This is an optimization exercise on Yosys and OpenROAD, whose aim is small area, not a production implementation.
In this exercise RTL edits were held to simulation tests only and were not proved equivalent to the original.
Power is estimated from default activity; no workload was simulated.

v58:
==> flow/design.v (excerpt) <==
module dlx_core (
   input  logic        clk,
   input  logic        arst_n,
   output logic        instr_rd_en,
   output logic [19:0] instr_addr,
   input  logic [31:0] instruction,
   output logic        data_rd_en,
   output logic        data_wr_en,
   output logic [31:0] data_addr,
   input  logic [31:0] data_read,
   output logic [31:0] data_write
);
Settings: LEC_CHECK=0, CAP_MARGIN=20, CORE_MARGIN=2, CORE_UTILIZATION=40, CTS_BUF_LIST=sky130_fd_sc_hd__clkbuf_4, PLACE_DENSITY=0.6, SLEW_MARGIN=20; clock period 10.0 ns.
run.sh (not shown) runs the stock make flow with config.mk's settings and CLKGATE_MAP_FILE= SYNTH_SCRIPT=/design/flow/synth_recipe.tcl, a recipe that flattens the netlist after the stock synthesis.
v58 ended with every stage complete and zero timing, DRC or antenna violations.
> inputs changed (v58 -> v27)
diff --git a/flow/config.mk b/flow/config.mk
--- a/flow/config.mk
+++ b/flow/config.mk
@@ -10,3 +10,2 @@
-export CORE_UTILIZATION = 40
-export CTS_BUF_LIST = sky130_fd_sc_hd__clkbuf_4
-export PLACE_DENSITY = 0.6
+export CORE_UTILIZATION = 25
+export PLACE_DENSITY = 0.4
[summary]
Re count of distinct cell types in the synthesized netlist: no difference whatsoever between v27 and v58.
Final area: lower on v58
Against v58 as the reference, v27 delivers a lower shortest period the worst path allows.
> inputs changed (v27 -> v9)
==> flow/flow/run.sh (new file) <==
#!/bin/bash
# The standard layout (the standard.sh: ORFS synthesis to finish),
# with the port buffers made of the smallest buffer cell.
set -euo pipefail
export BUFFER_PORTS_ARGS="-buffer_cell sky130_fd_sc_hd__buf_1"
bash standard.sh > standard_flow.log 2>&1
==> flow/standard.sh (new file) <==
#!/bin/bash
# synth_recipe.tcl (not shown) runs the flow's synth.tcl, then flattens the netlist and writes it again
# the make line also repeats each setting of config.mk as NAME=value (left out here)
make -C /OpenROAD-flow-scripts/flow DESIGN_CONFIG=/design/flow/config.mk WORK_HOME=/design/flow/orfs CLKGATE_MAP_FILE= SYNTH_SCRIPT=/design/flow/synth_recipe.tcl "${@:-finish}"
diff --git a/flow/config.mk b/flow/config.mk
--- a/flow/config.mk
+++ b/flow/config.mk
@@ -10,2 +10,5 @@
-export CORE_UTILIZATION = 25
-export PLACE_DENSITY = 0.4
+export CORE_UTILIZATION = 40
+export CTS_BUF_LIST = sky130_fd_sc_hd__clkbuf_8
+export CTS_CLUSTER_DIAMETER = 50
+export CTS_CLUSTER_SIZE = 20
+export PLACE_DENSITY = 0.6
removed: flow/run.sh
Findings:
The number of top-level design ports was comparable across v9 and v27. v9 gives more switching share of total power than v27 did. Number of clock buffers inserted by TritonCTS shrinks by more than 10% when moving from v27 to v9. Global-route usage: v9 vs v27 up 5.3 points. The lower critical path depth came out of v27. Reported for v9 and v27, post-cts repair resize count turned out identical to the last digit. Route | v9 vs v27 | wire shorter in v9. Share of total power in sequential cells on v9 is up relative to v27. Cell count after placement, v9 vs v27: down by more than 10%. Looking only at layout-stage area growth over the synthesis result, and setting everything else aside, the lower value of v9 and v27 goes to v9. [v9] shortest period the worst path allows fell 580 ps relative to v27.
Inputs modified between v9 and v49:
==> flow/run.sh (new file) <==
#!/bin/bash
# synth_recipe.tcl (not shown) runs the flow's synth.tcl, then flattens the netlist and writes it again
# the make line also repeats each setting of config.mk as NAME=value (left out here)
make -C /OpenROAD-flow-scripts/flow DESIGN_CONFIG=/design/flow/config.mk WORK_HOME=/design/flow/orfs CLKGATE_MAP_FILE= SYNTH_SCRIPT=/design/flow/synth_recipe.tcl finish
diff --git a/flow/config.mk b/flow/config.mk
--- a/flow/config.mk
+++ b/flow/config.mk
@@ -11,3 +11,3 @@
-export CTS_BUF_LIST = sky130_fd_sc_hd__clkbuf_8
-export CTS_CLUSTER_DIAMETER = 50
-export CTS_CLUSTER_SIZE = 20
+export CTS_BUF_LIST = sky130_fd_sc_hd__clkbuf_8 sky130_fd_sc_hd__clkbuf_16
+export CTS_CLUSTER_DIAMETER = 60
+export CTS_CLUSTER_SIZE = 30
removed: flow/flow/run.sh
removed: flow/standard.sh
Hold slack (higher): v49
Cmp v49 and v9 / clock network power / higher: v49
Delta (v49 minus v9): switching part of the total decreased 0.53 points, final clock period utilization by the worst path increased 8.1 points.
Compared with v9, count of filler cells inserted in the layout in v49 decreased by a few percent.
As of v49, leakage power of the design had risen by a few percent compared to v9.
The run with more routed wire is v49, not v9.
Core util | v49 vs v9 | v49 higher
Fraction of area in registers: v49 < v9
diff inputs: v49 => v47
diff --git a/flow/config.mk b/flow/config.mk
--- a/flow/config.mk
+++ b/flow/config.mk
@@ -11,3 +11,3 @@
-export CTS_BUF_LIST = sky130_fd_sc_hd__clkbuf_8 sky130_fd_sc_hd__clkbuf_16
-export CTS_CLUSTER_DIAMETER = 60
-export CTS_CLUSTER_SIZE = 30
+export CTS_BUF_LIST = sky130_fd_sc_hd__clkbuf_8
+export CTS_CLUSTER_DIAMETER = 50
+export CTS_CLUSTER_SIZE = 20
Both conditions hold for v47: the flow ran to the end and the final layout passed the timing, DRC and antenna checks.
Clock insertion delay at the later pin of the skew report for v47 is higher than for v49.
Row met2 demand-to-capacity share in global routing: v47 higher / v49 lower
There was hardly any difference in maximum frequency between v47 and v49.
Summary of v47 over v49: switching power total went down 0.045 mW; share of final layout cell area taken by clock buffers and inverters now smaller; tap cell count was more or less identical; part of the total power dissipated in the clock network went down 2.6 points; via count shows an increase of 111.
Diff v49..v47 | async set-reset flop share out of synthesis | unchanged

==> re-timing with driven ports <==
Ports are ideal in the flow. The routed layouts listed here were re-timed in OpenROAD.
Step 1: set_driving_cell puts a clkbuf_16 on clk and a buf_2 on each other input, an assumption about the parent block.
Step 2 also shifts input and output timing later by t, the mid clock arrival at the registers, as if the neighbouring blocks saw the same clock.
a / b / c = ideal ports / drivers / drivers and shift; a / b = the first two.
run	t, ns	setup WS [ns]	worst hold slack (ns)	worst setup path at the end	slew at the worst register clock pin (ns)
v58	1.079	1.115 / 1.056 / 1.056	0.236 / 0.236 / 0.236	input to output	0.08 / 0.08
v27	0.744	1.361 / 1.274 / 1.274	0.296 / 0.296 / 0.296	input to output	0.07 / 0.07
v9	0.746	1.944 / 1.871 / 1.871	0.302 / 0.302 / 0.302	input to output	0.12 / 0.12
v49	0.682	1.135 / 1.073 / 1.073	0.317 / 0.317 / 0.317	input to output	0.10 / 0.10
v47	0.754	1.161 / 1.100 / 1.100	0.306 / 0.306 / 0.306	input to output	0.11 / 0.11
After both steps setup and hold are still met in every run listed. For v27, which loses most, drivers alone change the setup slack by -0.087 ns; drivers and shift together by -0.087 ns.
